Context: an optimization exercise on an open-source flow, tuned for small area, a short achievable clock period and few clock cycles. The choices shown serve that exercise and are no tape-out recipe.
Where RTL was checked, it was by simulation tests only, not by an equivalence proof against the original.
Function not checked in runs 1 to 3 and 6: the RTL went through the layout flow alone.
Power figures rest on the tool's default switching activity, not on a simulated workload.

--- flow/standard.sh ---
#!/bin/bash
# synth_recipe.tcl (not shown) runs the flow's synth.tcl, then flattens the netlist and writes it again
# the make line also repeats each setting of config.mk as NAME=value (left out here)
make -C /OpenROAD-flow-scripts/flow DESIGN_CONFIG=/design/flow/config.mk WORK_HOME=/design/flow/orfs CLKGATE_MAP_FILE= SYNTH_SCRIPT=/design/flow/synth_recipe.tcl "${@:-finish}"
--- flow/flow/run.sh ---
#!/bin/bash
# Standard layout, with the port buffers chosen explicitly.
export BUFFER_PORTS_ARGS="-buffer_cell sky130_fd_sc_hd__buf_1"
bash standard.sh > standard.log 2>&1
--- flow/constraint.sdc ---
create_clock -name core_clock -period 8.0 [get_ports {clk_i}]
set_input_delay 1.6000 -clock core_clock [delete_from_list [all_inputs] [get_ports {clk_i}]]
set_output_delay 1.6000 -clock core_clock [all_outputs]
set_load 0.01 [all_outputs]
--- flow/config.mk ---
export PLATFORM = sky130hd
export DESIGN_NAME = dda_line_rasterizer
export DESIGN_NICKNAME = dda_line_rasterizer
export VERILOG_FILES = /design/flow/design.v
export SDC_FILE = /design/flow/constraint.sdc
export NUM_CORES = 4
export LEC_CHECK = 0
export CAP_MARGIN = 20
export CORE_MARGIN = 2
export CORE_UTILIZATION = 40
export CTS_CLUSTER_DIAMETER = 120
export CTS_CLUSTER_SIZE = 24
export SETUP_SLACK_MARGIN = 5
export SLEW_MARGIN = 20
--- flow/design.v ---
`default_nettype none
package dlr_pkg;
  localparam int DEFAULT_FRAC_BITS   = 16;
  localparam int DEFAULT_COORD_BITS  = 14;
  localparam int DEFAULT_QUEUE_DEPTH = 4;
  localparam int CFG_W   = 13;
  localparam int IDX_W   = 24;
  localparam int COLOR_W = 32;
  localparam logic [CFG_W-1:0] RESET_SCREEN_WIDTH  = 13'd1280;
  localparam logic [CFG_W-1:0] RESET_SCREEN_HEIGHT = 13'd720;
  typedef enum logic {
    ACT_START   = 1'b0,
    ACT_ADVANCE = 1'b1
  } action_e;
  typedef enum logic {
    CFG_SCREEN_WIDTH  = 1'b0,
    CFG_SCREEN_HEIGHT = 1'b1
  } cfg_reg_e;
endpackage
`default_nettype wire
`default_nettype none
module dda_line_rasterizer #(
  parameter int FRAC_BITS   = dlr_pkg::DEFAULT_FRAC_BITS,
  parameter int COORD_BITS  = dlr_pkg::DEFAULT_COORD_BITS,
  parameter int QUEUE_DEPTH = dlr_pkg::DEFAULT_QUEUE_DEPTH
) (
  input  wire logic                         clk_i,
  input  wire logic                         rst_ni,
  input  wire logic                         cfg_we_i,
  input  wire logic                         cfg_index_i,
  input  wire logic [dlr_pkg::CFG_W-1:0]    cfg_wdata_i,
  input  wire logic                         in_valid_i,
  output      logic                         in_stall_o,
  input  wire logic                         action_i,
  input  wire logic signed [COORD_BITS-1:0] x_start_i,
  input  wire logic signed [COORD_BITS-1:0] y_start_i,
  input  wire logic signed [COORD_BITS-1:0] x_end_i,
  input  wire logic signed [COORD_BITS-1:0] y_end_i,
  input  wire logic [dlr_pkg::COLOR_W-1:0]  line_color_i,
  output      logic                         out_valid_o,
  input  wire logic                         out_stall_i,
  output      logic signed [COORD_BITS-1:0] pixel_x_o,
  output      logic signed [COORD_BITS-1:0] pixel_y_o,
  output      logic [dlr_pkg::IDX_W-1:0]    pixel_addr_o,
  output      logic [dlr_pkg::COLOR_W-1:0]  pixel_color_o,
  output      logic                         write_enable_o,
  output      logic                         last_pixel_o
);
  localparam int CRW     = 5;                        
  localparam int CR_STOP = (1 << CRW) - 3;           
  localparam int PH_RDY  = 19;                       
  logic [12:0] w_q, h_q;
  always_ff @(posedge clk_i or negedge rst_ni) begin
    if (!rst_ni) begin
      w_q <= dlr_pkg::RESET_SCREEN_WIDTH;
      h_q <= dlr_pkg::RESET_SCREEN_HEIGHT;
    end else if (cfg_we_i) begin
      if (cfg_index_i) h_q <= cfg_wdata_i;
      else             w_q <= cfg_wdata_i;
    end
  end
  logic            in_stall_q;
  logic            ir_v;                  
  logic            ir_cdone;              
  logic            n_colok;               
  logic            n_v;                   
  logic            a_act;                 
  logic            a_first;               
  logic [CRW-1:0]  cr_n, cr_a;            
  logic [4:0]      n_ph;                  
  logic signed [13:0] ir_xs, ir_ys, ir_xe, ir_ye;
  logic [31:0]        ir_col;
  logic signed [13:0] n_xs, n_ys;
  logic [31:0]        n_col;
  logic [14:0]        n_ra, n_rb;         
  logic               n_sx, n_sy, n_xmaj;
  logic [16:0]        n_q;                
  logic [23:0]        n_acc;              
  logic signed [13:0] a_x, a_y;           
  logic [23:0]        a_yw;               
  logic [15:0]        a_g;                
  logic               a_mv;               
  logic               a_tie;              
  logic [13:0]        a_cnt;              
  logic               a_lst;              
  logic [15:0]        a_qx;               
  logic               a_cin, a_neg, a_sx, a_sy, a_xmaj;
  logic acc_w, st_w, adv_w;
  assign in_stall_o = in_stall_q;
  assign acc_w = in_valid_i & ~in_stall_q;
  assign st_w  = acc_w & ~action_i;
  assign adv_w = acc_w & action_i;
  always_ff @(posedge clk_i) begin
    if (!ir_v) begin
      ir_xs  <= x_start_i;
      ir_ys  <= y_start_i;
      ir_xe  <= x_end_i;
      ir_ye  <= y_end_i;
      ir_col <= line_color_i;
    end
  end
  logic        n_rdy, ld, ld_col;
  logic        n_neg;
  logic [15:0] n_qx;
  logic        n_cin;
  logic [14:0] dx_w, dy_w, rem2;
  logic        ge;
  logic        wbit_q;
  assign n_rdy = (n_ph == 5'(PH_RDY));
  assign ld     = ir_v & ~ir_cdone & (~n_v | xfer);
  assign ld_col = ir_v & ir_cdone & ~(a_act & a_first);
  assign n_neg = n_xmaj ? n_sy : n_sx;
  assign n_qx  = n_q[16:1];
  assign n_cin = n_q[0];
  assign dx_w = {ir_xe[13], ir_xe} - {ir_xs[13], ir_xs};
  assign dy_w = {ir_ye[13], ir_ye} - {ir_ys[13], ir_ys};
  assign rem2 = {n_rb[13:0], 1'b0};
  logic [15:0] diff;
  assign diff = {1'b0, rem2} - {2'b00, n_ra[13:0]};
  assign ge   = ~diff[15];
  always_ff @(posedge clk_i) begin
    if (ld_col) n_col <= ir_col;
  end
  always_ff @(posedge clk_i) begin
    if (ld) begin
      n_ph  <= '0;
      n_xs  <= ir_xs;
      n_ys  <= ir_ys;
      n_ra  <= dx_w;
      n_rb  <= dy_w;
      n_acc <= '0;
      wbit_q <= w_q[12];
    end else begin
      if (!n_rdy) n_ph <= n_ph + 5'd1;
      if (n_ph <= 5'd12) begin
        n_acc <= {n_acc[22:0], 1'b0} + (wbit_q ? {{10{n_ys[13]}}, n_ys} : 24'd0);
      end
      wbit_q <= (n_ph <= 5'd11) ? w_q[4'(5'd11 - n_ph)] : 1'b0;
      if (n_ph == 5'd0) begin
        n_sx <= n_ra[14];
        n_sy <= n_rb[14];
        n_ra <= n_ra[14] ? -n_ra : n_ra;
        n_rb <= n_rb[14] ? -n_rb : n_rb;
      end else if (n_ph == 5'd1) begin
        n_xmaj <= (n_ra >= n_rb);
        n_ra   <= (n_ra >= n_rb) ? n_ra : n_rb;
        n_rb   <= (n_ra >= n_rb) ? n_rb : n_ra;
      end else if (!n_rdy) begin
        n_rb <= ge ? {1'b0, diff[13:0]} : rem2;
        n_q  <= {n_q[15:0], ge ^ n_neg};    
      end
    end
  end
  logic        b_free, a_emit, a_last, newer, aband, load_sel, a_en, xfer;
  logic [17:0] gsum_x;
  logic [16:0] gsum;
  logic [16:0] g1_x;
  logic [15:0] g1;
  logic        c1;
  logic [14:0] yw_lo;
  logic [13:0] ad_lo;
  logic [10:0] yw_hi_inc, yw_hi_dec, yw_hi_nx;
  logic        r_le0, r_le1, r_neg, r_nxt_le0, tie_nxt;
  logic signed [13:0] a_min;
  logic [23:0] yw_plus;
  logic signed [13:0] x_out, y_out;
  logic        vis;
  logic [23:0] addr_w;
  logic signed [13:0] x_step, y_step;
  logic [23:0] yw_step;
  logic        y_moves;
  assign b_free   = ~out_valid_o | ~out_stall_i;
  assign a_last   = a_lst;
  assign newer    = n_v | ir_v;
  assign aband    = a_act & (cr_a == '0) & newer;
  assign a_emit   = a_act & (cr_a != '0) & b_free;
  assign load_sel = ~a_act | a_last;
  assign a_en     = a_emit | ~a_act;
  assign xfer     = a_en & load_sel & n_v & n_rdy & n_colok;
  assign g1_x = {1'b0, ~n_qx[15], n_qx[14:0]} + 17'(n_cin);
  assign g1   = g1_x[15:0];
  assign c1   = n_qx[15] | g1_x[16];
  assign gsum_x = {1'b0, a_g, a_cin} + {1'b0, a_qx, a_cin};
  assign gsum   = gsum_x[17:1];
  assign y_moves = a_xmaj ? a_mv : 1'b1;
  assign x_step  = (a_xmaj | a_mv) ? (a_sx ? a_x - 14'sd1 : a_x + 14'sd1) : a_x;
  assign y_step  = y_moves ? (a_sy ? a_y - 14'sd1 : a_y + 14'sd1) : a_y;
  assign yw_hi_inc = a_yw[23:13] + 11'd1;
  assign yw_hi_dec = a_yw[23:13] - 11'd1;
  assign yw_lo     = {1'b0, a_yw[12:0], 1'b1} + {1'b0, w_q ^ {13{a_sy}}, a_sy};
  assign yw_hi_nx  = (yw_lo[14] ^ a_sy) ? (a_sy ? yw_hi_dec : yw_hi_inc) : a_yw[23:13];
  assign yw_plus   = {yw_hi_nx, yw_lo[13:1]};
  assign yw_step = y_moves ? yw_plus : a_yw;
  assign a_min     = a_xmaj ? a_y : a_x;
  assign r_neg     = a_min[13];
  assign r_le0     = r_neg | (a_min == 14'sd0);
  assign r_le1     = r_le0 | (a_min == 14'sd1);
  assign r_nxt_le0 = a_mv ? (a_neg ? r_le1 : r_neg) : r_le0;
  assign tie_nxt   = (a_g == 16'd0) & r_nxt_le0;
  always_ff @(posedge clk_i) begin
    if (a_en) begin
      if (load_sel) begin
        a_x    <= n_xs;
        a_y    <= n_ys;
        a_yw   <= n_acc;
        a_tie  <= 1'b0;
        a_cnt  <= n_ra[13:0];
        a_lst  <= (n_ra[13:0] == 14'd0);
        a_qx   <= n_qx;
        a_cin  <= n_cin;
        a_neg  <= n_neg;
        a_sx   <= n_sx;
        a_sy   <= n_sy;
        a_xmaj <= n_xmaj;
      end else begin
        a_x    <= x_step;
        a_y    <= y_step;
        a_yw   <= yw_step;
        a_tie  <= tie_nxt;
        a_cnt  <= a_cnt - 14'd1;
        a_lst  <= (a_cnt == 14'd1);
      end
      a_g  <= load_sel ? g1 : gsum[15:0];
      a_mv <= load_sel ? (c1 ^ n_neg) : (gsum[16] ^ a_neg);
    end
  end
  assign x_out = (a_tie & ~a_xmaj) ? a_x - 14'sd1 : a_x;
  assign y_out = (a_tie &  a_xmaj) ? a_y - 14'sd1 : a_y;
  assign vis   = ~a_tie & ~a_x[13] & ~a_y[13] &
                 (a_x[12:0] < w_q) & (a_y[12:0] < h_q);
  assign ad_lo  = {1'b0, a_yw[12:0]} + {1'b0, a_x[12:0]};
  assign addr_w = vis ? {(ad_lo[13] ? yw_hi_inc : a_yw[23:13]), ad_lo[12:0]} : 24'd0;
  always_ff @(posedge clk_i) begin
    if (a_emit) begin
      pixel_x_o      <= x_out;
      pixel_y_o      <= y_out;
      pixel_addr_o   <= addr_w;
      write_enable_o <= vis;
      last_pixel_o   <= a_last;
      if (a_first) pixel_color_o <= n_col;
    end
  end
  logic            n_v_d, ir_v_d;
  logic [CRW-1:0]  cr_n_d, cr_a_d;
  logic            adv_n, adv_a;
  assign adv_n  = adv_w & n_v;
  assign adv_a  = adv_w & ~n_v & a_act;
  assign n_v_d  = (n_v & ~xfer) | ld;
  assign ir_v_d = (ir_v & ~ld_col) | st_w;
  logic [CRW-1:0]  cr_n_p1, cr_a_p1, cr_a_m1;
  assign cr_n_p1 = cr_n + CRW'(1);
  assign cr_a_p1 = cr_a + CRW'(1);
  assign cr_a_m1 = cr_a - CRW'(1);
  always_comb begin
    if (xfer)                  cr_a_d = adv_n ? cr_n_p1 : cr_n;
    else if ((a_en & load_sel) | aband) cr_a_d = '0;
    else if (adv_a & ~a_emit)  cr_a_d = cr_a_p1;
    else if (a_emit & ~adv_a)  cr_a_d = cr_a_m1;
    else                       cr_a_d = cr_a;
    cr_n_d = (xfer | ld) ? '0 : (adv_n ? cr_n_p1 : cr_n);
  end
  always_ff @(posedge clk_i or negedge rst_ni) begin
    if (!rst_ni) begin
      in_stall_q  <= 1'b0;
      ir_v        <= 1'b0;
      ir_cdone    <= 1'b0;
      n_colok     <= 1'b0;
      n_v         <= 1'b0;
      a_act       <= 1'b0;
      a_first     <= 1'b0;
      cr_n        <= '0;
      cr_a        <= '0;
      out_valid_o <= 1'b0;
    end else begin
      ir_v        <= ir_v_d;
      if (ld)          ir_cdone <= 1'b1;
      else if (ld_col) ir_cdone <= 1'b0;
      if (ld)          n_colok  <= 1'b0;
      else if (ld_col) n_colok  <= 1'b1;
      n_v         <= n_v_d;
      cr_n        <= cr_n_d;
      cr_a        <= cr_a_d;
      in_stall_q  <= ir_v_d | (n_v ? (cr_n >= CRW'(CR_STOP)) : (cr_a >= CRW'(CR_STOP)));
      out_valid_o <= a_emit | (out_valid_o & out_stall_i);
      if (a_en & load_sel) begin
        a_act   <= n_v & n_rdy;
        a_first <= 1'b1;
      end else if (aband) begin
        a_act   <= 1'b0;
      end else if (a_emit) begin
        a_first <= 1'b0;
      end
    end
  end
endmodule
`default_nettype wire
==> out/metrics.yaml, run 1 <==
route:
  met1_length_mm: 29.14
  first_pass_iters: 7
  dr_wl_met2_mm: 32.60
  routed_wl_mm: 67.39
  drtAntennaViolNets: 0
  wl_met3_mm: 4.098
  via_count: 18439
  route.detailed.drc: 0
  post_drt_via_cell_ratio: 5.423
  detail_route.iter0.violations: 1542
  highest_layer: "met5"
  avgRoutedWirePerCell_um: 19.82
global_routing:
  grt_start_max_net_pins: 106
  grt_pass1_vias: 17728
  grt_util_all_layers_pct: 19.87
  grt_pass1_wl_mm: 102.7
  grt_overflow: 0
  antenna_found_initial: 2
sta:
  fin_skew_ns: 0.02170
  layout_setup_ws_ns: 4.882
  period_share_pct: 38.98
  min_period_ns: 3.118
  worst_pin_slew_ns: 1.035
  fin_setup_tns_ns: 0
  hold_viol_final: 0
  relSlewSlack_pct: 30.81
  maxSlewViolCount: 0
  setup_viol: 0
  fmax_mhz: 320.7
  grt_setup_unrepaired: "yes"
clocking:
  path_clk_slew_ns: 0.11
  clock_latency_ns: 0.59
  cts_sinks: 464
  htree_levels: 1
  cts_tree: "yes"
  clock_path_buffers: 3
  cts_buffers: 23
  root_buffer: "clkbuf_16"
final_layout:
  layout_common_cells: "edfxtp_1 (390), nand2_1 (235), buf_1 (193)"
  area_delta_synth_final_pct: 13.88
  layout_commonest_cell: "edfxtp_1"
  n_fill_cell: 5878
  final_net_count: 2819
  drive_gt1_share_pct: 9.714
setup_path:
  crit_fanout: 4
  cp_data_required_time_ns: 8.33
  critPathTopFamily: "compound AO/OA/AOI/OAI gates"
  end_kind: "flop"
  slowest_stage: "edfxtp_1"
  crit_chain: "buf_6, ha_4, nor2b_4, o31a_1, o41ai_2, o21ai_2, o21ai_4, a21oi_2, o41a_1, a211o_1"
  cp.buffers_inverters: 1
  arrival_ns: 3.45
  crit_type: "reg2reg"
  start_kind: "flop"
  slowest_delay_ns: 0.53
  r2r_slack_ns: 4.88
yosys:
  synth_simple_gate_area_share_pct: 12.66
  synth_compound_area_share_pct: 13.03
  synth_cells: 2308
  synth_xor_area_share_pct: 7.371
  synth_area_um2: 25310
  synth_edf_count: 390
  yosysTopAreaCell: "edfxtp_1"
  syn_nets: 2591
  yosysTopAreaCellShare_pct: 46.27
  async_flop_share_pct: 9.483
  synthAdderAreaFrac_pct: 8.859
  synthFlopType: "edfxtp_1"
  synthMuxAreaShare_pct: 1.547
  synth_cell_types: 77
  synth.top_cells.by_area: "edfxtp_1 (46%), ha_1 (8.3%), xnor2_1 (3.8%), dfrtp_1 (3.8%), nand2_1 (3.5%)"
  synth_top_family_by_area: "compound AO/OA/AOI/OAI gates"
  ys_warn_count: 1
  syn_avg_cell_area_um2: 10.97
  synth-seq-cells: 464
  synth.yosys.seq_area_share_pct: 53.03
floorplanning:
  top_level_ports: 196
  die_h_um: 255.5
  fp.dieW_um: 255.5
  initial_core_util_pct: 40.27
  num_rows: 92
  core_um2: 62850
  die-area_um2: 65300
power_and_ir_drop:
  static-leakage-power_uw: 0.01090
  power_density_nw_per_um2: 158.0
  swShare_pct: 24.55
  clkPwrFrac_pct: 29.6
  vdd_drop_max_mv: 0.1534
  p_comb_share_pct: 9.7
  internal_power_uw: 3437
  p_seq_share_pct: 60.7
  p_sw_uw: 1118
place:
  gp_congestion: 0.8999
  post-place-ws_ns: 3.536
  dp_hpwl_mm: 48.93
  io_buffers: 195
min_path:
  hold_path_class: "reg2reg"
status:
  status: "complete, no violations"
job:
  drv_cap: 0
repair_timing:
| item | CTS | global route |
|---|---|---|
| hold endpoints to repair | 0 | 0 |
| hold buffers | 0 | 0 |
| cloned | 4 | 0 |
| buffers inserted | 33 | 40 |
| pin swaps | 11 | 29 |
| gates resized for setup | 39 | 57 |
| setup endpoints to repair | 153 | 96 |
cells by family (layout without fill, tap and decap cells):
family | count (synthesis) | after routing
compound gates | 523 | 523
xor+xnor | 213 | 213
fa+ha+maj | 175 | 175
buf+inv | 227 | 472
flops | 464 | 464
mux | 32 | 32
other cells | 0 | 1
simple gates | 674 | 674
synth_stat cells, types with 10 or more instances:
master and number:
o22ai_1 14, dfrtp_1 38, or2_2 10, nand2b_1 17, inv_1 146, nand4_1 18, a31oi_1 20, mux2i_1 11
and3_1 23, and2_1 19, xnor2_1 111, ha_1 168, nor2_1 135, nor2b_1 22, nand3_1 57, o31ai_1 15
xor2_1 102, nor3_1 66, dfxtp_1 30, mux2_2 17, nor4_1 20, or3_1 18, edfxtp_1 390, buf_2 15
o21ai_0 172, a21oi_1 109, a21boi_0 11, a211oi_1 11, o21a_1 25, clkbuf_1 59, a21o_1 42, nand2_1 238
layer usage:
layer  up-vias  track usage (%)
met5         -                0
met4         2            4.483
met3        96            2.307
met2       582            34.03
met1      8925            27.07
li1       8834                -
registers in the layout, summed over array words and instances, names as in the netlist, 15 cells and up:
register	count
n_col	32
pixel_addr_o	24
a_qx	16
a_yw	24
n_q	17
pixel_color_o	32
a_g	16
n_ra	15
n_acc	24
ir_col	32
n_rb	15
power by group through the flow:
stage | combinational [µW] | clock (µW) | sequential, µW
after global placement | 412 | 0 | 2810
final | 443 | 1350 | 2760
after CTS | 433 | 1390 | 2760
after floorplan | 328 | 0 | 2780
after global routing | 504 | 1460 | 2770
after detailed placement | 425 | 0 | 2820
layout make-up:
type	count	area [µm²]	share of cell area (%)
tap	846	1059	3.673
inverter	146	570.5	1.980
clock inverter	4	30.03	0.1042
timing repair buffer	283	1607	5.574
antenna	1	2.502	0.008682
clock buffer	38	631.9	2.192
timing repair inverter	1	8.758	0.03039
sequential	464	13420	46.58
multi-input combinational	1617	11490	39.86
path summary, 6_finish.rpt:
kind,from,end,depth (start not counted)
worst min-delay path,ir_col[14]$_DFFE_PN_,n_col[14]$_DFFE_PP_,0
worst max-delay path,n_rb[0]$_DFFE_PP_,n_rb[13]$_DFFE_PP_,10
max in group asynchronous,rst_ni,h_q[3]$_DFFE_PN0P_,2
worst max register to register,n_rb[0]$_DFFE_PP_,n_rb[13]$_DFFE_PP_,10
min in group asynchronous,rst_ni,cr_n[0]$_DFF_PN0_,2
worst min register to register,ir_col[14]$_DFFE_PN_,n_col[14]$_DFFE_PP_,0
stage by stage:
| step | power, µW | cells | util, % | hold WS, ns | instance area (µm²) |
|---|---|---|---|---|---|
| 2_1_floorplan | 3112 | 2308 | - | 0.4003 | 25470 |
| 3_3_place_gp | 3226 | 3280 | 42.95 | 0.4004 | 27000 |
| 3_5_place_dp | 3243 | 3280 | 42.95 | 0.4045 | 27000 |
| 4_1_cts | 4587 | 3359 | 44.96 | 0.4256 | 28260 |
| 5_1_grt | 4738 | 3400 | 45.86 | 0.4292 | 28820 |
| 6_report | 4555 | 3400 | 45.86 | 0.4228 | 28820 |
==> run 2: changes to the inputs <==
--- a/flow/design.v
+++ b/flow/design.v
@@ -107,17 +107,18 @@
   logic        ge;
   logic        wbit_q;
   assign n_rdy = (n_ph == 5'(PH_RDY));
-  assign ld     = ir_v & ~ir_cdone & (~n_v | xfer);
+  assign ld     = ir_v & ~ir_cdone & ~n_v;
   assign ld_col = ir_v & ir_cdone & ~(a_act & a_first);
   assign n_neg = n_xmaj ? n_sy : n_sx;
   assign n_qx  = n_q[16:1];
   assign n_cin = n_q[0];
   assign dx_w = {ir_xe[13], ir_xe} - {ir_xs[13], ir_xs};
   assign dy_w = {ir_ye[13], ir_ye} - {ir_ys[13], ir_ys};
-  assign rem2 = {n_rb[13:0], 1'b0};
-  logic [15:0] diff;
-  assign diff = {1'b0, rem2} - {2'b00, n_ra[13:0]};
-  assign ge   = ~diff[15];
+  logic [16:0] nr_x;
+  assign nr_x = {n_rb[14:0], 1'b0, 1'b1} +
+                {({2'b00, n_ra[13:0]} ^ {16{~n_rb[14]}}), ~n_rb[14]};
+  assign rem2 = nr_x[15:1];
+  assign ge   = ~nr_x[16];
   always_ff @(posedge clk_i) begin
     if (ld_col) n_col <= ir_col;
   end
@@ -146,7 +147,7 @@
         n_ra   <= (n_ra >= n_rb) ? n_ra : n_rb;
         n_rb   <= (n_ra >= n_rb) ? n_rb : n_ra;
       end else if (!n_rdy) begin
-        n_rb <= ge ? {1'b0, diff[13:0]} : rem2;
+        n_rb <= rem2;
         n_q  <= {n_q[15:0], ge ^ n_neg};    
       end
     end
==> run 2 against run 1 <==
Effect of this change:
- die area is 0.89% higher
- worst hold slack worse by 0.0035 ns
- sequential cell count stayed put
- sequential power hardly changed
- sequential share of layout area is 0.35 points higher
- global-route usage is 0.54 points lower
- highest routed layer is now met4
==> out/metrics.yaml, run 2 <==
global_routing:
  met2_usage_pct: 31.64  # -2.4 points
  grt_util_all_layers_pct: 19.33  # -0.54 points
  grt_pass1_wl_mm: 101.9  # -0.73%
  grt_overflow: 0  # unchanged
  grt_start_max_net_pins: 89  # -16%
  grt_pass1_vias: 18025  # +1.7%
  use_met1_pct: 27.11  # +0.043 points
  grt_util_met3_pct: 1.997  # -0.31 points
  antenna_found_initial: 1  # -1
  top_usage_layer: "met2"
yosys:
  synth_edf_count: 390  # unchanged
  synth.yosys.seq_area_share_pct: 52.56  # -0.47 points
  syn_avg_cell_area_um2: 11.03  # +0.55%
  synth_cell_types: 94  # +22%
  syn_nets: 2600  # +0.35%
  synth_area_um2: 25540  # +0.90%
  synth-seq-cells: 464  # unchanged
  synthTopCellsByCount: "edfxtp_1 (390), nand2_1 (238), ha_1 (170), o21ai_0 (170), nor2_1 (135)"
  synthFlopType: "edfxtp_1"
  yosysTopAreaCellShare_pct: 45.86  # -0.41 points
  yosysTopAreaCell: "edfxtp_1"
  synth.top_cells.by_area: "edfxtp_1 (46%), ha_1 (8.3%), xnor2_1 (4.3%), dfrtp_1 (3.7%), xor2_1 (3.5%)"
  async_flop_share_pct: 9.483  # unchanged
  ys_warn_count: 1  # unchanged
  synthMostInstantiatedCell: "edfxtp_1"
  synth_cells: 2316  # +0.35%
final_layout:
  layout_commonest_cell: "edfxtp_1"
  top_regs: "ir_col (32), n_col (32), pixel_color_o (32)"
  diodes: 0  # -1
  layout_common_cells: "edfxtp_1 (390), nand2_1 (229), buf_1 (193)"
  final_net_count: 2778  # -1.5%
  area_delta_synth_final_pct: 12.01
  drive_gt1_share_pct: 8.523  # -1.2 points
  final_area_um2: 28600  # -0.76%
  final_cells: 3357  # -1.3%
floorplanning:
  top_level_ports: 196  # unchanged
  die-area_um2: 65880  # +0.89%
  die_h_um: 256.7  # +0.44%
  num_rows: 92  # unchanged
  fp.dieW_um: 256.7  # +0.44%
  core_um2: 63080  # +0.37%
  initial_core_util_pct: 40.48  # +0.21 points
setup_path:
  cp_data_required_time_ns: 8.50  # +0.17 ns
  start_kind: "primary input"
  worstReg2RegStart: "cr_a[0]$_DFFE_PN0P_"
  r2r_slack_ns: 4.99  # +0.11 ns
  crit_type: "in2reg"
  crit_fanout: 4  # unchanged
  worstRegToRegCells: 13  # +3
  arrival_ns: 3.51  # +0.06 ns
  end_kind: "flop"
  r2r-end: "cr_a[4]$_DFFE_PN0P_"
min_path:
  hold_path_depth: 0  # unchanged
  hold_path_class: "reg2reg"
  hold_start: "n_col[5]$_DFFE_PP_"
  hold_path_end: "pixel_color_o[5]$_DFFE_PP_"
sta:
  hold_viol_final: 0  # unchanged
  fin_skew_ns: 0.04093  # +0.01924 ns
  worst_pin_slew_ns: 1.009  # -0.02584 ns
  fmax_mhz: 331.2  # +3.3%
  fin_setup_tns_ns: 0  # unchanged
  grt_setup_unrepaired: "yes"
  setup_viol: 0  # unchanged
  relSlewSlack_pct: 32.40  # +1.6 points
  maxSlewViolCount: 0  # unchanged
  period_share_pct: 37.74  # -1.2 points
  min_period_ns: 3.019  # -0.09947 ns
status:
  status: "complete, no violations"
route:
  avgRoutedWirePerCell_um: 19.84  # about the same
  post_drt_via_cell_ratio: 5.451  # +0.52%
  via_count: 18300  # -0.75%
  first_pass_iters: 6  # -1
  route.detailed.drc: 0  # unchanged
  drtAntennaViolNets: 0  # unchanged
  routed_wl_mm: 66.60  # -1.2%
  detail_route.iter0.violations: 1382  # -10%
power_and_ir_drop:
  vdd_drop_max_mv: 0.2051  # +34%
  power_density_nw_per_um2: 160.6  # +1.6%
  static-leakage-power_uw: 0.01080  # -0.94%
clocking:
  holdBufCountCts: 0  # unchanged
  cts_sinks: 464  # unchanged
  cts_tree: "yes"
  path_clk_slew_ns: 0.09  # -0.02 ns
  clock_path_buffers: 3  # unchanged
  htree_levels: 1  # unchanged
  cts_buffers: 23  # unchanged
  clock_latency_ns: 0.62  # +0.03 ns
  root_buffer: "clkbuf_16"
job:
  drv_cap: 0  # unchanged
place:
  dp_hpwl_mm: 48.86  # -0.13%
  io_buffers: 195  # unchanged
  post_dp_cell_area_um2: 27380  # +1.4%
  dpl.cell_count: 3282  # +0.061%
  gp_congestion: 0.9282  # +3.1%
## run 2: changes by cell type in the layout (fill, tap and decap cells not counted), moves of 9 or more
cell,previous run,this run
buf_4,71,35
inv_1,141,113
nor2b_1,19,33
xnor2_1,111,123
nand3_1,54,44
a21boi_0,9,0
## run 2: per-layer routing
metal  share of wire (%)  routed length (µm)
met1                  45               30010
met2                  47               30990
met3                 5.2                3458
met4                 3.2                2141
met5                   0                   0
## run 2: repair_timing
action                                  in CTS  in global routing
gates resized for setup                     13                 36
endpoints found under the setup margin     110                 82
pin swaps                                   10                 10
buffers inserted                            11                 15
gates cloned                                 1                  6
## run 2: area by class of cell
type / instances / area [µm²]
Clock buffer: 38 / 653.1
Clock inverter: 4 / 37.54
Fill cell: 5938 / 34480
Inverter: 119 / 473.0
Multi-Input combinational cell: 1647 / 11780
Sequential cell: 464 / 13420
Tap cell: 846 / 1059
Timing Repair Buffer: 238 / 1179
Timing Repair inverter: 1 / 5.005
## run 2: worst max path at each step
stage               cells past startpoint  slack [ns]             endpoint           startpoint
finish                                 13        4.98  cr_a[4]$_DFFE_PN0P_          out_stall_i
floorplan                              11        4.48  cr_a[4]$_DFFE_PN0P_           in_valid_i
CTS                                    12        4.94   a_yw[17]$_DFFE_PP_       a_sy$_DFFE_PP_
detailed placement                      6        4.19   a_yw[20]$_DFFE_PP_          out_stall_i
global route                           13        4.86  cr_a[4]$_DFFE_PN0P_  cr_a[1]$_DFFE_PN0P_
global placement                        6        4.21   a_yw[21]$_DFFE_PP_          out_stall_i
## run 2: power by group
part | total [µW] | internal, µW | switching (µW) | leakage, µW
Clock | 1370 | 573 | 792 | 0.000332
Combinational | 463 | 203 | 259 | 0.00610
Sequential | 2770 | 2690 | 78.3 | 0.00437
Total | 4590 | 3460 | 1130 | 0.0108
## run 2: cell families (layout without fill, tap and decap cells)
kind of cell | Yosys count | count (layout) | share of synthesized area, %
AOI/OAI and AO/OA | 535 | 536 | 13.37
xor gates and xnor gates | 227 | 227 | 7.786
adders and majority gates | 176 | 176 | 8.800
buffers and inverters | 207 | 400 | 3.180
DFF | 464 | 464 | 52.56
muxes | 29 | 29 | 1.421
and+or+nand+nor | 678 | 679 | 12.89
## run 2: worst max-delay path, cell delays in order
cell	delay, ns
buf_4	0.11
nand2_8	0.06
and2_4	0.18
nand2_4	0.09
ha_4	0.16
inv_4	0.05
fa_2	0.33
a21o_1	0.17
a21oi_2	0.14
xnor2_1	0.09
or3b_4	0.37
a21oi_2	0.12
nor2_1	0.04
## run 2: stage by stage
step | total power, µW | worst slack, ns | utilization (%) | hold WS (ns)
after floorplan | 3132 | 4.480 | - | 0.4003
after global placement | 3256 | 4.212 | 43.40 | 0.4005
after detailed placement | 3267 | 4.187 | 43.40 | 0.4045
after CTS | 4634 | 4.936 | 44.74 | 0.4204
after global routing | 4793 | 4.860 | 45.34 | 0.4325
final | 4594 | 4.981 | 45.34 | 0.4193
==> run 3: changes to the inputs <==
--- a/flow/design.v
+++ b/flow/design.v
@@ -75,7 +75,7 @@
   logic [14:0]        n_ra, n_rb;         
   logic               n_sx, n_sy, n_xmaj;
   logic [16:0]        n_q;                
-  logic [23:0]        n_acc;              
+  logic [27:0]        n_acc;              
   logic signed [13:0] a_x, a_y;           
   logic [23:0]        a_yw;               
   logic [15:0]        a_g;                
@@ -106,7 +106,9 @@
   logic [14:0] dx_w, dy_w, rem2;
   logic        ge;
   logic        wbit_q;
+  logic [14:0] mul_s;
   assign n_rdy = (n_ph == 5'(PH_RDY));
+  assign mul_s = n_acc[27:13] + (wbit_q ? {n_ys[13], n_ys} : 15'd0);
   assign ld     = ir_v & ~ir_cdone & ~n_v;
   assign ld_col = ir_v & ir_cdone & ~(a_act & a_first);
   assign n_neg = n_xmaj ? n_sy : n_sx;
@@ -130,13 +132,13 @@
       n_ra  <= dx_w;
       n_rb  <= dy_w;
       n_acc <= '0;
-      wbit_q <= w_q[12];
+      wbit_q <= w_q[0];
     end else begin
       if (!n_rdy) n_ph <= n_ph + 5'd1;
       if (n_ph <= 5'd12) begin
-        n_acc <= {n_acc[22:0], 1'b0} + (wbit_q ? {{10{n_ys[13]}}, n_ys} : 24'd0);
-      end
-      wbit_q <= (n_ph <= 5'd11) ? w_q[4'(5'd11 - n_ph)] : 1'b0;
+        n_acc <= {mul_s[14], mul_s, n_acc[12:1]};
+      end
+      wbit_q <= (n_ph <= 5'd11) ? w_q[4'(n_ph + 5'd1)] : 1'b0;
       if (n_ph == 5'd0) begin
         n_sx <= n_ra[14];
         n_sy <= n_rb[14];
@@ -203,7 +205,7 @@
       if (load_sel) begin
         a_x    <= n_xs;
         a_y    <= n_ys;
-        a_yw   <= n_acc;
+        a_yw   <= n_acc[23:0];
         a_tie  <= 1'b0;
         a_cnt  <= n_ra[13:0];
         a_lst  <= (n_ra[13:0] == 14'd0);
==> run 3 against run 2 <==
Effect of this change:
- via count increased by 1.4%
- non-clock buffer count increased by 43
- clock power decreased by 3%
- highest routed layer unchanged
- largest power group unchanged
==> out/metrics.yaml, run 3 <==
sta:
  relSlewSlack_pct: 30.63  # -1.8 points
  worst_pin_slew_ns: 1.037  # +0.02722 ns
  fin_setup_tns_ns: 0  # unchanged
  hold_viol_final: 0  # unchanged
  grt_setup_unrepaired: "yes"
  setup_viol: 0  # unchanged
  fmax_mhz: 331.2  # about the same
  min_period_ns: 3.020  # +0.0006600 ns
  whs_ns: 0.4162  # -0.003150 ns
  maxSlewViolCount: 0  # unchanged
  fin_skew_ns: 0.02424  # -0.01669 ns
  period_share_pct: 37.74  # about the same
yosys:
  synth_edf_count: 390  # unchanged
  synthMostInstantiatedCell: "edfxtp_1"
  synthTopCellsByCount: "edfxtp_1 (390), nand2_1 (245), ha_1 (159)"
  synth.top_cells.by_area: "edfxtp_1 (46%), ha_1 (7.8%), xnor2_1 (3.8%), dfrtp_1 (3.7%), nand2_1 (3.6%)"
  synth_area_um2: 25460  # -0.28%
  yosysTopAreaCellShare_pct: 45.99  # +0.13 points
  synth.yosys.seq_area_share_pct: 52.94  # +0.38 points
  synth_cell_types: 81  # -14%
  synth_cells: 2327  # +0.47%
  syn_nets: 2600  # unchanged
  syn_avg_cell_area_um2: 10.94  # -0.75%
  async_flop_share_pct: 9.422  # -0.061 points
  synthFlopType: "edfxtp_1"
  ys_warn_count: 1  # unchanged
  synth-seq-cells: 467  # +0.65%
  yosysTopAreaCell: "edfxtp_1"
final_layout:
  top_regs: "ir_col (32), n_col (32), pixel_color_o (32)"
  multi_input_area_um2: 11570  # -1.7%
  n_fill_cell: 5772  # -2.8%
  final-seq-area_um2: 13480  # +0.44%
  layout_commonest_cell: "edfxtp_1"
  drive_gt1_share_pct: 9.134  # +0.61 points
  layout_common_cells: "edfxtp_1 (390), nand2_1 (240), buf_1 (194)"
  final_net_count: 2807  # +1.0%
  area_delta_synth_final_pct: 12.92
floorplanning:
  num_rows: 92  # unchanged
  die_h_um: 256.3  # -0.14%
  fp.dieW_um: 256.3  # -0.14%
  core_um2: 62970  # -0.18%
  die-area_um2: 65690  # -0.28%
  initial_core_util_pct: 40.44  # about the same
  top_level_ports: 196  # unchanged
job:
  drv_cap: 0  # unchanged
route:
  via_count: 18550  # +1.4%
  drtAntennaViolNets: 0  # unchanged
  routed_wl_mm: 66.06  # -0.82%
  route.detailed.drc: 0  # unchanged
  detail_route.iter0.violations: 1355  # -2.0%
  post_drt_via_cell_ratio: 5.457  # +0.11%
  avgRoutedWirePerCell_um: 19.43  # -2.0%
  first_pass_iters: 5  # -1
clocking:
  cts_buffers: 23  # unchanged
  root_buffer: "clkbuf_16"
  clock_path_buffers: 3  # unchanged
  clock_latency_ns: 0.58  # -0.04 ns
  path_clk_slew_ns: 0.10  # about the same
  htree_levels: 1  # unchanged
  cts_tree: "yes"
  cts_sinks: 467  # +0.65%
power_and_ir_drop:
  vdd_drop_max_mv: 0.1987  # -3.1%
  static-leakage-power_uw: 0.01080  # about the same
  power_density_nw_per_um2: 157.0  # -2.3%
setup_path:
  cp_data_required_time_ns: 8.30  # -0.20 ns
  crit_fanout: 11  # +7
  crit_type: "reg2reg"
  worstRegToRegCells: 12  # -1
  worstReg2RegStart: "a_sy$_DFFE_PP_"
  start_kind: "flop"
  crit_start: "a_sy$_DFFE_PP_"
  end_kind: "flop"
  r2r_slack_ns: 4.98  # about the same
  r2r-end: "a_yw[13]$_DFFE_PP_"
  crit_path_end: "a_yw[13]$_DFFE_PP_"
  arrival_ns: 3.32  # -0.19 ns
place:
  gp_congestion: 0.8852  # -4.6%
  dp_hpwl_mm: 47.57  # -2.6%
  io_buffers: 195  # unchanged
global_routing:
  grt_start_max_net_pins: 112  # +26%
  grt_overflow: 0  # unchanged
  grt_util_all_layers_pct: 19.35  # about the same
  antenna_found_initial: 2  # +1
  grt_pass1_wl_mm: 101.8  # about the same
  grt_pass1_vias: 18143  # +0.65%
min_path:
  hold_path_class: "reg2reg"
status:
  status: "complete, no violations"
[run 3: cells by family after synthesis]
| family | share of synthesized area [%] |
|---|---|
| buffers and inverters | 3.233 |
| xor gates and xnor gates | 6.982 |
| and+or+nand+nor | 13.64 |
| AOI/OAI and AO/OA | 13.28 |
| muxes | 1.641 |
| DFF | 52.94 |
| adders and majority gates | 8.284 |
[run 3: cell type report]
class / count / area share [%]
multi-input cells: 1644 / 40.26
clock inverters: 2 / 0.08703
flip-flops and latches: 467 / 46.89
repair inverters: 1 / 0.01741
clock buffers: 40 / 2.224
inverters: 116 / 1.606
diodes: 2 / 0.01741
well taps: 846 / 3.681
repair buffers: 281 / 5.226
[run 3: metrics by stage]
step | total power [µW] | cell area [µm²] | util, % | instances | setup slack (ns)
finish | 4513 | 28750 | 45.67 | 3399 | 4.980
global route | 4710 | 28750 | 45.67 | 3399 | 4.851
CTS | 4555 | 28120 | 44.66 | 3349 | 4.979
detailed placement | 3216 | 27170 | 43.15 | 3283 | 4.267
global placement | 3201 | 27170 | 43.15 | 3283 | 4.240
floorplan | 3094 | 25810 | - | 2327 | 4.122
[run 3: routing by layer]
layer | GRT usage (%) | vias up | wire (µm)
li1 | - | 8931 | -
met1 | 26.18 | 8973 | 29390
met2 | 32.79 | 547 | 31480
met3 | 1.947 | 99 | 3017
met4 | 5.880 | 0 | 2170
met5 | 0 | - | 0
[run 3: worst max-delay path: stages, from the launching register on]
cell      delay [ns]
edfxtp_1        0.47
buf_12          0.18
buf_4           0.15
xor2_1          0.14
ha_1            0.30
o21a_1          0.17
a21oi_2         0.09
a311oi_4        0.36
o21ai_2         0.12
a32o_1          0.29
xor2_2          0.16
a21boi_4        0.15
buf_12          0.15
[run 3: how the worst min path moves through the flow]
stage          cells after the start  slack, ns                     endpoint                 start
4_1_cts                            0       0.42          n_col[31]$_DFFE_PP_  ir_col[31]$_DFFE_PN_
3_5_place_dp                       0       0.40           n_col[1]$_DFFE_PP_   ir_col[1]$_DFFE_PN_
6_report                           0       0.42          n_col[31]$_DFFE_PP_  ir_col[31]$_DFFE_PN_
2_1_floorplan                      0       0.40           n_col[0]$_DFFE_PP_   ir_col[0]$_DFFE_PN_
3_3_place_gp                       0       0.40  pixel_color_o[12]$_DFFE_PP_   n_col[12]$_DFFE_PP_
5_1_grt                            0       0.43   pixel_color_o[6]$_DFFE_PP_    n_col[6]$_DFFE_PP_
[run 3: repair_timing]
action	in CTS	in global routing
endpoints found under the setup margin	103	65
pin swaps	5	27
buffers inserted	23	44
cloned	1	4
resized for setup	23	43
hold buffers	0	0
[run 3: power breakdown]
group | internal [µW] | switching (µW) | total (µW) | leakage [µW]
clock network | 555 | 779 | 1330 | 0.000315
logic | 181 | 214 | 395 | 0.00613
registers | 2710 | 75.1 | 2780 | 0.00435
==> run 4: changes to the inputs <==
--- a/flow/design.v
+++ b/flow/design.v
@@ -61,8 +61,6 @@
   end
   logic            in_stall_q;
   logic            ir_v;                  
-  logic            ir_cdone;              
-  logic            n_colok;               
   logic            n_v;                   
   logic            a_act;                 
   logic            a_first;               
@@ -99,7 +97,7 @@
       ir_col <= line_color_i;
     end
   end
-  logic        n_rdy, ld, ld_col;
+  logic        n_rdy, ld;
   logic        n_neg;
   logic [15:0] n_qx;
   logic        n_cin;
@@ -109,8 +107,7 @@
   logic [14:0] mul_s;
   assign n_rdy = (n_ph == 5'(PH_RDY));
   assign mul_s = n_acc[27:13] + (wbit_q ? {n_ys[13], n_ys} : 15'd0);
-  assign ld     = ir_v & ~ir_cdone & ~n_v;
-  assign ld_col = ir_v & ir_cdone & ~(a_act & a_first);
+  assign ld    = ir_v & ~n_v & ~(a_act & a_first);
   assign n_neg = n_xmaj ? n_sy : n_sx;
   assign n_qx  = n_q[16:1];
   assign n_cin = n_q[0];
@@ -122,13 +119,11 @@
   assign rem2 = nr_x[15:1];
   assign ge   = ~nr_x[16];
   always_ff @(posedge clk_i) begin
-    if (ld_col) n_col <= ir_col;
-  end
-  always_ff @(posedge clk_i) begin
     if (ld) begin
       n_ph  <= '0;
       n_xs  <= ir_xs;
       n_ys  <= ir_ys;
+      n_col <= ir_col;
       n_ra  <= dx_w;
       n_rb  <= dy_w;
       n_acc <= '0;
@@ -179,7 +174,7 @@
   assign a_emit   = a_act & (cr_a != '0) & b_free;
   assign load_sel = ~a_act | a_last;
   assign a_en     = a_emit | ~a_act;
-  assign xfer     = a_en & load_sel & n_v & n_rdy & n_colok;
+  assign xfer     = a_en & load_sel & n_v & n_rdy;
   assign g1_x = {1'b0, ~n_qx[15], n_qx[14:0]} + 17'(n_cin);
   assign g1   = g1_x[15:0];
   assign c1   = n_qx[15] | g1_x[16];
@@ -249,7 +244,7 @@
   assign adv_n  = adv_w & n_v;
   assign adv_a  = adv_w & ~n_v & a_act;
   assign n_v_d  = (n_v & ~xfer) | ld;
-  assign ir_v_d = (ir_v & ~ld_col) | st_w;
+  assign ir_v_d = (ir_v & ~ld) | st_w;
   logic [CRW-1:0]  cr_n_p1, cr_a_p1, cr_a_m1;
   assign cr_n_p1 = cr_n + CRW'(1);
   assign cr_a_p1 = cr_a + CRW'(1);
@@ -266,8 +261,6 @@
     if (!rst_ni) begin
       in_stall_q  <= 1'b0;
       ir_v        <= 1'b0;
-      ir_cdone    <= 1'b0;
-      n_colok     <= 1'b0;
       n_v         <= 1'b0;
       a_act       <= 1'b0;
       a_first     <= 1'b0;
@@ -276,10 +269,6 @@
       out_valid_o <= 1'b0;
     end else begin
       ir_v        <= ir_v_d;
-      if (ld)          ir_cdone <= 1'b1;
-      else if (ld_col) ir_cdone <= 1'b0;
-      if (ld)          n_colok  <= 1'b0;
-      else if (ld_col) n_colok  <= 1'b1;
       n_v         <= n_v_d;
       cr_n        <= cr_n_d;
       cr_a        <= cr_a_d;
--- a/flow/config.mk
+++ b/flow/config.mk
@@ -7,7 +7,7 @@
 export LEC_CHECK = 0
 export CAP_MARGIN = 20
 export CORE_MARGIN = 2
-export CORE_UTILIZATION = 40
+export CORE_UTILIZATION = 50
 export CTS_CLUSTER_DIAMETER = 120
 export CTS_CLUSTER_SIZE = 24
 export SETUP_SLACK_MARGIN = 5
==> run 4 against run 3 <==
Effect of this change:
- die area shrank 21%
- global-route usage up 4.5 points
- critical path depth is the same
- combinational power grew to 13 times the previous value
- first-iteration DRC count decreased by 3.0%
- sequential power is 54% higher
- maximum frequency up 3.2%
- register-to-register slack better by 0.09 ns
- clock power about the same
- core utilization is 9.5 points higher
- non-clock buffer count down 52
- critical endpoint is now cr_a[4]$_DFFE_PN0P_
- highest routed layer unchanged
==> out/metrics.yaml, run 4 <==
clocking:
  root_buffer: "clkbuf_16"
  cts_sinks: 465  # -0.43%
  path_clk_slew_ns: 0.10  # about the same
  cts_tree: "yes"
  clock_path_buffers: 3  # unchanged
  holdBufCountCts: 0  # unchanged
  clock_latency_ns: 0.60  # +0.02 ns
  cts_buffers: 23  # unchanged
  htree_levels: 1  # unchanged
place:
  gp_congestion: 0.9016  # +1.9%
  dp_hpwl_mm: 46.68  # -1.9%
  post-place-ws_ns: 4.494  # +0.2262 ns
  io_buffers: 195  # unchanged
status:
  status: "complete, no violations"
route:
  detail_route.iter0.violations: 1314  # -3.0%
  avgRoutedWirePerCell_um: 20.17  # +3.8%
  route.detailed.drc: 0  # unchanged
  highest_layer: "met4"
  drtAntennaViolNets: 0  # unchanged
  routed_wl_mm: 62.64  # -5.2%
  first_pass_iters: 5  # unchanged
  wl_met3_mm: 2.490  # -17%
  met1_length_mm: 27.66  # -5.9%
  post_drt_via_cell_ratio: 5.649  # +3.5%
  via_count: 17546  # -5.4%
  dr_wl_met2_mm: 30.87  # -1.9%
yosys:
  synth_area_um2: 25040  # -1.7%
  synth_compound_area_share_pct: 12.49  # -0.79 points
  synth_cells: 2251  # -3.3%
  synth_top_family_by_area: "simple AND/OR/NAND/NOR gates"
  synth.yosys.seq_area_share_pct: 53.65  # +0.71 points
  synthFlopType: "edfxtp_1"
  synth.top_cells.by_area: "edfxtp_1 (47%), ha_1 (7.9%), xnor2_1 (4.1%), xor2_1 (3.7%), dfrtp_1 (3.6%)"
  synth-seq-cells: 465  # -0.43%
  synth_edf_count: 390  # unchanged
  synthMuxAreaShare_pct: 1.504  # -0.14 points
  synthAdderAreaFrac_pct: 8.426  # +0.14 points
  yosysTopAreaCell: "edfxtp_1"
  syn_nets: 2524  # -2.9%
  async_flop_share_pct: 9.032  # -0.39 points
  synth_cell_types: 89  # +9.9%
  yosysTopAreaCellShare_pct: 46.78  # +0.79 points
  synthMostInstantiatedCell: "edfxtp_1"
  syn_avg_cell_area_um2: 11.12  # +1.6%
  ys_warn_count: 1  # unchanged
  synthTopCellsByCount: "edfxtp_1 (390), nand2_1 (234), ha_1 (159)"
  synth_xor_area_share_pct: 7.836  # +0.85 points
  synth_simple_gate_area_share_pct: 12.93  # -0.71 points
sta:
  fin_skew_ns: 0.02915  # +0.004904 ns
  min_period_ns: 2.927  # -0.09260 ns
  period_share_pct: 36.59  # -1.2 points
  fin_setup_tns_ns: 0  # unchanged
  fmax_mhz: 341.7  # +3.2%
  worst_pin_slew_ns: 0.8104  # -0.2263 ns
  layout_setup_ws_ns: 5.073  # +0.09260 ns
  relSlewSlack_pct: 45.84  # +15 points
  hold_viol_final: 0  # unchanged
  grt_setup_unrepaired: "yes"
  setup_viol: 0  # unchanged
  maxSlewViolCount: 0  # unchanged
  whs_ns: 0.4228  # +0.006598 ns
setup_path:
  slowest_delay_ns: 0.35  # -0.12 ns
  cp_data_required_time_ns: 8.44  # +0.14 ns
  end_kind: "flop"
  path_common_cell: "xnor2_1"
  start_kind: "primary input"
  arrival_ns: 3.37  # +0.05 ns
  crit_fanout: 4  # -7
  slowest_stage: "fa_2"
  crit_type: "in2reg"
  worstRegToRegCells: 7  # -5
  crit_chain: "buf_1, nor2b_4, and4b_1, ha_4, inv_4, fa_2, a21o_1, a21oi_2, xnor2_1, nor2_1, xnor2_1, o22ai_1"
global_routing:
  grt_util_all_layers_pct: 23.84  # +4.5 points
  antenna_found_initial: 0  # -2
  grt_pass1_vias: 17562  # -3.2%
  grt_start_max_net_pins: 114  # +1.8%
  grt_overflow: 0  # unchanged
  grt_pass1_wl_mm: 98.33  # -3.4%
final_layout:
  layout_common_cells: "edfxtp_1 (390), nand2_1 (231), buf_1 (194)"
  fin_util_pct: 55.14  # +9.5 points
  area_delta_synth_final_pct: 9.606
  drive_gt1_share_pct: 6.286  # -2.8 points
  diodes: 0  # -2
  final_net_count: 2690  # -4.2%
  layout_commonest_cell: "edfxtp_1"
  top_regs: "ir_col (32), n_col (32), pixel_color_o (32)"
floorplanning:
  fp.dieW_um: 227.8  # -11%
  top_level_ports: 196  # unchanged
  num_rows: 82  # -11%
  core_um2: 49760  # -21%
  die-area_um2: 51880  # -21%
  initial_core_util_pct: 50.31  # +9.9 points
  die_h_um: 227.8  # -11%
min_path:
  hold_path_depth: 0  # unchanged
  hold_path_class: "reg2reg"
power_and_ir_drop:
  static-leakage-power_uw: 0.01042  # -3.6%
  power_density_nw_per_um2: 385.5  # +150%
  vdd_drop_max_mv: 0.2151  # +8.2%
job:
  drv_cap: 0  # unchanged
run 4: metrics by stage:
step | area, µm² | total power [µW] | cells
global route | 27440 | 11390 | 3106
CTS | 27180 | 10500 | 3090
finish | 27440 | 10580 | 3106
floorplan | 25110 | 7817 | 2251
global placement | 26450 | 8990 | 3046
detailed placement | 26460 | 9087 | 3046
run 4: path summary, 6_finish.rpt:
check / start / endpoint / slack, ns
worst min register to register: ir_col[17]$_DFFE_PN_ / n_col[17]$_DFFE_PP_ / 0.42
worst min-delay path: ir_col[17]$_DFFE_PN_ / n_col[17]$_DFFE_PP_ / 0.42
worst max register to register: n_ph[0]$_SDFFE_PP0P_ / n_q[14]$_DFFE_PP_ / 5.07
min in group asynchronous: rst_ni / in_stall_q$_DFF_PN0_ / 1.04
max in group asynchronous: rst_ni / w_q[2]$_DFFE_PN0P_ / 6.51
worst max-delay path: in_valid_i / cr_a[4]$_DFFE_PN0P_ / 5.07
run 4: cell families after synthesis:
group	after synthesis
compound gates	501
xor+xnor	224
fa+ha+maj	165
buf+inv	205
flops	465
mux	32
simple gates	659
run 4: power breakdown:
part | switching (µW) | internal [µW]
registers | 703 | 3580
logic | 2830 | 2120
clock network | 789 | 556
run 4: area by class of cell:
type                            instances  area, µm²
Multi-Input combinational cell       1582      11020
Sequential cell                       465      13430
Tap cell                              672      840.8
Fill cell                            4328      22320
Timing Repair Buffer                  229       1039
Clock inverter                          2      25.02
Clock buffer                           40      639.4
Inverter                              116      449.2
run 4: routing by layer:
| layer | up-vias | global-route usage (%) |
|---|---|---|
| met5 | - | 0 |
| met4 | 0 | 5.736 |
| met3 | 88 | 2.288 |
| met2 | 388 | 41.77 |
| met1 | 8545 | 31.97 |
| li1 | 8525 | - |
run 4: repair_timing:
action | in CTS | in global routing
gates cloned | 0 | 1
setup buffers | 2 | 14
resized for setup | 6 | 33
pin swaps | 3 | 9
endpoints found under the setup margin | 51 | 82
run 4: critical path, delay by kind of cell:
kind | cells | cell delay [ns]
and+or+nand+nor | 3 | 0.46
AOI/OAI and AO/OA | 3 | 0.37
adders and majority gates | 2 | 0.52
buffers and inverters | 2 | 0.12
xor gates and xnor gates | 2 | 0.28
Testbench counts of run 4, summed over its fixed seeds: cycles 107,989.
==> run 5: changes to the inputs <==
--- a/flow/config.mk
+++ b/flow/config.mk
@@ -7,7 +7,7 @@
 export LEC_CHECK = 0
 export CAP_MARGIN = 20
 export CORE_MARGIN = 2
-export CORE_UTILIZATION = 50
+export CORE_UTILIZATION = 40
 export CTS_CLUSTER_DIAMETER = 120
 export CTS_CLUSTER_SIZE = 24
 export SETUP_SLACK_MARGIN = 5
==> run 5 against run 4 <==
Effect of this change:
- clock power rose by 4%
- critical path type unchanged
- die area up 25%
- critical path depth stayed put
- final area up 0.98%
- largest cell class unchanged
- sequential cell count stayed put
- core utilization shrank 10 points
==> out/metrics.yaml, run 5 <==
status:
  status: "complete, no violations"
route:
  routed_wl_mm: 62.86  # +0.34%
  detail_route.iter0.violations: 1194  # -9.1%
  drtAntennaViolNets: 0  # unchanged
  post_drt_via_cell_ratio: 5.363  # -5.1%
  avgRoutedWirePerCell_um: 19.16  # -5.0%
  first_pass_iters: 5  # unchanged
  via_count: 17590  # +0.25%
  route.detailed.drc: 0  # unchanged
clocking:
  cts_sinks: 465  # unchanged
  path_clk_slew_ns: 0.10  # about the same
  clock_latency_ns: 0.59  # about the same
  clock_path_buffers: 3  # unchanged
  htree_levels: 1  # unchanged
  cts_buffers: 24  # +4.3%
  cts_tree: "yes"
  holdBufCountCts: 0  # unchanged
  root_buffer: "clkbuf_16"
setup_path:
  critPathTopFamily: "adder cells"
  crit_type: "in2reg"
  cp.buffers_inverters: 2  # unchanged
  crit_chain: "buf_1, nor2b_4, and4b_1, ha_2, inv_2, fa_2, a21o_1, a21oi_2, xnor2_1, nor2_1, xnor2_1, o22ai_1"
  worstReg2RegStart: "ir_ys[0]$_DFFE_PN_"
  cp_data_required_time_ns: 8.46  # +0.02 ns
  end_kind: "flop"
  arrival_ns: 3.41  # +0.04 ns
  path_common_cell: "xnor2_1"
  crit_fanout: 4  # unchanged
  slowest_delay_ns: 0.36  # about the same
  crit_start: "in_valid_i"
  slowest_stage: "fa_2"
  start_kind: "primary input"
place:
  dpl.cell_count: 3213  # +5.5%
  dp_hpwl_mm: 46.68  # about the same
  gp_congestion: 0.8813  # -2.3%
  post-place-ws_ns: 4.449  # -0.04496 ns
  io_buffers: 195  # unchanged
  post_dp_cell_area_um2: 26680  # +0.83%
final_layout:
  drive_gt1_share_pct: 6.631  # +0.35 points
  area_delta_synth_final_pct: 10.68
  diodes: 0  # unchanged
  layout_commonest_cell: "edfxtp_1"
  final_net_count: 2698  # +0.30%
  final_area_um2: 27710  # +0.98%
  multi_input_area_um2: 11000  # -0.18%
  n_fill_cell: 5809  # +34%
  top_regs: "ir_col (32), n_col (32), pixel_color_o (32)"
  final_cells: 3280  # +5.6%
  layout_common_cells: "edfxtp_1 (390), nand2_1 (232), buf_1 (194)"
  final-seq-area_um2: 13430  # about the same
sta:
  period_share_pct: 36.90  # +0.31 points
  min_period_ns: 2.952  # +0.02474 ns
  maxSlewViolCount: 0  # unchanged
  fin_setup_tns_ns: 0  # unchanged
  layout_setup_ws_ns: 5.048  # -0.02474 ns
  whs_ns: 0.4234  # +0.0006650 ns
  setup_viol: 0  # unchanged
  hold_viol_final: 0  # unchanged
  fin_skew_ns: 0.03823  # +0.009082 ns
  worst_pin_slew_ns: 0.8248  # +0.01439 ns
  fmax_mhz: 338.8  # -0.84%
  grt_setup_unrepaired: "yes"
  relSlewSlack_pct: 45.01  # -0.83 points
yosys:
  synthMostInstantiatedCell: "edfxtp_1"
  syn_avg_cell_area_um2: 11.12  # unchanged
  yosysTopAreaCellShare_pct: 46.78  # unchanged
  synth-seq-cells: 465  # unchanged
  synthAdderAreaFrac_pct: 8.426  # unchanged
  synth.yosys.seq_area_share_pct: 53.65  # unchanged
  synth_compound_area_share_pct: 12.49  # unchanged
  synthTopCellsByCount: "edfxtp_1 (390), nand2_1 (234), ha_1 (159)"
  synthFlopType: "edfxtp_1"
  synth_area_um2: 25040  # unchanged
  yosysTopAreaCell: "edfxtp_1"
  synth.top_cells.by_area: "edfxtp_1 (47%), ha_1 (7.9%), xnor2_1 (4.1%), xor2_1 (3.7%), dfrtp_1 (3.6%)"
  async_flop_share_pct: 9.032  # unchanged
  synthMuxAreaShare_pct: 1.504  # unchanged
  synth_xor_area_share_pct: 7.836  # unchanged
  synth_simple_gate_area_share_pct: 12.93  # unchanged
  synth_top_family_by_area: "simple AND/OR/NAND/NOR gates"
  synth_cells: 2251  # unchanged
  synth_edf_count: 390  # unchanged
  synth_cell_types: 89  # unchanged
  syn_nets: 2524  # unchanged
  ys_warn_count: 1  # unchanged
global_routing:
  use_met1_pct: 24.81  # -7.2 points
  met2_usage_pct: 33.57  # -8.2 points
  grt_pass1_wl_mm: 96.59  # -1.8%
  top_usage_layer: "met2"
  antenna_found_initial: 0  # unchanged
  grt_overflow: 0  # unchanged
  grt_start_max_net_pins: 85  # -25%
  grt_util_met3_pct: 2.092  # -0.20 points
  grt_pass1_vias: 17341  # -1.3%
  grt_util_all_layers_pct: 19.06  # -4.8 points
power_and_ir_drop:
  power_density_nw_per_um2: 384.1  # -0.37%
  static-leakage-power_uw: 0.01046  # +0.41%
  vdd_drop_max_mv: 0.2100  # -2.4%
min_path:
  hold_path_class: "reg2reg"
  hold_start: "n_col[17]$_DFFE_PP_"
floorplanning:
  die_h_um: 254.2  # +12%
  top_level_ports: 196  # unchanged
  core_um2: 61830  # +24%
  num_rows: 91  # +11%
  die-area_um2: 64600  # +25%
  initial_core_util_pct: 40.49  # -9.8 points
  fp.dieW_um: 254.2  # +12%
job:
  drv_cap: 0  # unchanged
==> run 5: metal layers <==
metal	up-vias	share of wire (%)
met5	-	0
met4	0	2.7
met3	77	4.6
met2	425	49
met1	8536	43
li1	8552	-
==> run 5: metrics by stage <==
step	utilization (%)	power [µW]
2_1_floorplan	-	7817
3_3_place_gp	43.15	8957
3_5_place_dp	43.15	9092
4_1_cts	44.41	10550
5_1_grt	44.82	11430
6_report	44.82	10640
==> run 5: worst paths after layout <==
path                                               end  slack (ns)  depth (start not counted)
max                                cr_a[4]$_DFFE_PN0P_        5.05                         12
min                        pixel_color_o[17]$_DFFE_PP_        0.42                          0
max reg2reg                         n_rb[14]$_DFFE_PP_        5.11                          9
min reg2reg                pixel_color_o[17]$_DFFE_PP_        0.42                          0
max in group asynchronous           h_q[1]$_DFFE_PN0P_        6.50                          2
min in group asynchronous          cr_a[1]$_DFFE_PN0P_        1.06                          2
==> run 5: timing repair <==
action | CTS | global route
cloned | 1 | 0
gates resized for setup | 9 | 29
pin swaps | 1 | 5
endpoints found under the setup margin | 70 | 81
buffers inserted | 2 | 20
==> run 5: cell families (layout without fill, tap and decap cells) <==
kind of cell / after synthesis / in the layout
xor gates and xnor gates: 224 / 224
DFF: 465 / 465
muxes: 32 / 32
buffers and inverters: 205 / 396
adders and majority gates: 165 / 165
and+or+nand+nor: 659 / 660
AOI/OAI and AO/OA: 501 / 501
==> run 5: power by group <==
part	internal (µW)	total, µW	switching [µW]
registers	3580	4280	692
logic	2120	4970	2850
clock network	586	1390	809
==> run 5: area by class of cell <==
cell class	count	area share (%)
Clock buffer	40	2.384
Clock inverter	4	0.2168
Inverter	116	1.617
Multi-Input combinational cell	1582	39.69
Sequential cell	465	48.48
Tap cell	837	3.780
Timing Repair Buffer	236	3.829
==> run 5: worst reg2reg max path, cell delays in order, from the launching register on <==
cell and delay, ns:
edfxtp_1 0.47, ha_1 0.27, fa_1 0.39, nand2b_1 0.20, a21oi_1 0.27, o221ai_1 0.24, o21ai_1 0.33, o2111ai_1 0.15
nand4_1 0.16, nand4_1 0.15
==> run 6: changes to the inputs <==
--- a/flow/design.v
+++ b/flow/design.v
@@ -161,7 +161,7 @@
   logic        r_le0, r_le1, r_neg, r_nxt_le0, tie_nxt;
   logic signed [13:0] a_min;
   logic [23:0] yw_plus;
-  logic signed [13:0] x_out, y_out;
+  logic signed [13:0] x_out, y_out, minor_dec;
   logic        vis;
   logic [23:0] addr_w;
   logic signed [13:0] x_step, y_step;
@@ -222,8 +222,9 @@
       a_mv <= load_sel ? (c1 ^ n_neg) : (gsum[16] ^ a_neg);
     end
   end
-  assign x_out = (a_tie & ~a_xmaj) ? a_x - 14'sd1 : a_x;
-  assign y_out = (a_tie &  a_xmaj) ? a_y - 14'sd1 : a_y;
+  assign minor_dec = a_min - 14'sd1;
+  assign x_out = (a_tie & ~a_xmaj) ? minor_dec : a_x;
+  assign y_out = (a_tie &  a_xmaj) ? minor_dec : a_y;
   assign vis   = ~a_tie & ~a_x[13] & ~a_y[13] &
                  (a_x[12:0] < w_q) & (a_y[12:0] < h_q);
   assign ad_lo  = {1'b0, a_yw[12:0]} + {1'b0, a_x[12:0]};
==> run 6 against run 5 <==
Effect of this change:
- count of clock-buffer cells in the layout fell by 2
- worst hold slack improved by 0.0018 ns
- non-clock buffer count shrank 10
- setup slack gained 0.0031 ns
- clock power fell by 3%
- largest cell class unchanged
- sequential cell count did not move
- die area is 2.4% higher
- combinational power up 11%
- critical path type unchanged
==> out/metrics.yaml, run 6 <==
status:
  status: "complete, no violations"
floorplanning:
  die_h_um: 257.2  # +1.2%
  core_um2: 63200  # +2.2%
  num_rows: 92  # +1.1%
  initial_core_util_pct: 40.58  # +0.084 points
  die-area_um2: 66150  # +2.4%
setup_path:
  start_kind: "primary input"
  path_common_cell: "xnor2_1"
  end_kind: "flop"
  crit_chain: "buf_1, nor2b_4, nand2_1, nor3_2, ha_4, inv_2, fa_2, a21o_1, a21oi_2, xnor2_1, nor2_1, xnor2_1, o22ai_1"
  worstRegToRegCells: 9  # unchanged
global_routing:
  grt_start_max_net_pins: 93  # +9.4%
  grt_pass1_wl_mm: 102.0  # +5.6%
  antenna_found_initial: 1  # +1
  grt_overflow: 0  # unchanged
yosys:
  synth_area_um2: 25640  # +2.4%
  synth-seq-cells: 465  # unchanged
  synth.yosys.seq_area_share_pct: 52.37  # -1.3 points
  yosysTopAreaCellShare_pct: 45.67  # -1.1 points
  synth_cell_types: 85  # -4.5%
  async_flop_share_pct: 9.032  # unchanged
  synth.top_cells.by_area: "edfxtp_1 (46%), ha_1 (8.9%), xnor2_1 (3.8%), dfrtp_1 (3.5%), nand2_1 (3.3%)"
final_layout:
  final_net_count: 2798  # +3.7%
  final-seq-area_um2: 13430  # about the same
  diodes: 0  # unchanged
sta:
  hold_viol_final: 0  # unchanged
  whs_ns: 0.4253  # +0.001832 ns
  relSlewSlack_pct: 43.75  # -1.3 points
  period_share_pct: 36.86  # -0.038 points
  worst_pin_slew_ns: 0.8438  # +0.01897 ns
  grt_setup_unrepaired: "yes"
  fmax_mhz: 339.1  # +0.10%
  maxSlewViolCount: 0  # unchanged
route:
  route.detailed.drc: 0  # unchanged
  avgRoutedWirePerCell_um: 19.54  # +2.0%
  via_count: 18408  # +4.7%
  first_pass_iters: 6  # +1
  post_drt_via_cell_ratio: 5.474  # +2.1%
min_path:
  hold_start: "ir_col[19]$_DFFE_PN_"
  hold_path_depth: 0  # unchanged
clocking:
  root_buffer: "clkbuf_16"
  htree_levels: 1  # unchanged
  holdBufCountCts: 0  # unchanged
  cts_tree: "yes"
place:
  io_buffers: 195  # unchanged
  dp_hpwl_mm: 48.74  # +4.4%
  gp_congestion: 0.9071  # +2.9%
power_and_ir_drop:
  power_density_nw_per_um2: 395.1  # +2.8%
  vdd_drop_max_mv: 0.2188  # +4.2%
[run 6: cell types whose count changed after synthesis, moves of 8 or more]
cell      change
ha_1         +23
clkbuf_1     -26
o21ai_1      -19
xor2_1       -13
a21o_1        +8
o21ai_0      +16
inv_1        +22
nand4_1      +10
nand3_1      -20
a21oi_1      +24
nand2_1      -11
or3_1        +10
[run 6: worst paths after layout]
kind,slack (ns),to
min in group asynchronous,1.11,h_q[0]$_DFFE_PN0P_
max in group asynchronous,6.46,cr_n[4]$_DFF_PN0_
worst min-delay path,0.43,n_col[19]$_DFFE_PP_
worst min register to register,0.43,n_col[19]$_DFFE_PP_
worst max register to register,5.06,n_rb[12]$_DFFE_PP_
worst max-delay path,5.05,cr_a[4]$_DFFE_PN0P_
[run 6: where the power goes]
| part | internal (µW) | total (µW) | switching, µW | leakage [µW] |
|---|---|---|---|---|
| combinational | 2340 | 5520 | 3180 | 0.00591 |
| clock | 553 | 1350 | 793 | 0.000319 |
| sequential | 3600 | 4340 | 740 | 0.00457 |
[run 6: layout make-up]
cell class / instances / area share, %
inverter: 138 / 1.876
clock buffer: 38 / 2.229
sequential: 465 / 47.38
tap: 846 / 3.734
clock inverter: 4 / 0.1015
timing repair buffer: 226 / 3.624
multi-input combinational: 1646 / 41.05
[run 6: through the flow]
stage	worst slack, ns	std cells	util (%)	instance area [µm²]
4_1_cts	5.029	3357	44.63	28200
6_report	5.051	3363	44.85	28350
5_1_grt	4.877	3363	44.85	28350
3_5_place_dp	4.227	3305	43.32	27380
2_1_floorplan	4.669	2323	-	25760
3_3_place_gp	4.282	3305	43.32	27380
[run 6: cells by family after synthesis]
kind of cell | count (synthesis) | share of synthesized area [%]
AO/OA/AOI/OAI | 562 | 13.90
XOR/XNOR | 205 | 7.002
adder cells (fa/ha/maj) | 190 | 9.505
buffers and inverters | 213 | 3.215
flip-flops | 465 | 52.37
multiplexers | 36 | 1.630
AND/OR/NAND/NOR | 652 | 12.37
[run 6: timing repair]
| action | 4_1_cts | 5_1_grt |
|---|---|---|
| pin swaps | 7 | 6 |
| gates resized for setup | 17 | 21 |
| cloned | 1 | 1 |
| buffers inserted | 9 | 5 |
| endpoints found under the setup margin | 110 | 66 |
[run 6: metal layers]
layer  global-route usage [%]  up-vias  part of all wire [%]
li1                         -     8903                     -
met4                    5.895        0                   3.2
met1                    25.99     8878                    44
met3                    2.591      107                   5.0
met2                    32.79      520                    48
met5                        0        -                     0
[run 6: worst max-delay path, delay by kind of cell]
family / cells / cell delay, ns
adders and majority gates: 2 / 0.52
xor gates and xnor gates: 2 / 0.27
buffers and inverters: 2 / 0.15
AOI/OAI and AO/OA: 3 / 0.41
and+or+nand+nor: 4 / 0.45

[static timing again, ports no longer ideal]
The results above use ideal ports. As a check the final layouts listed here were re-extracted and re-timed, cells and wires unchanged.
Step 1 assumes that a clkbuf_16 drives the clock port and a buf_2 every other input.
Step 2 also shifts input and output timing later by t, the mid clock arrival at the registers, as if the neighbouring blocks saw the same clock.
Slacks: no drivers / after step 1 / after step 2; pairs: no drivers / after step 1.
| run | t, ns | slack for setup (ns) |
|---|---|---|
| run 1 | 0.637 | 4.882 / 4.882 / 4.286 |
| run 2 | 0.657 | 4.981 / 4.991 / 4.356 |
| run 3 | 0.639 | 4.980 / 4.980 / 4.412 |
| run 4 | 0.642 | 5.073 / 5.075 / 4.469 |
| run 5 | 0.635 | 5.048 / 5.082 / 4.447 |
| run 6 | 0.641 | 5.051 / 5.060 / 4.444 |
After both steps setup and hold are still met in every run listed.
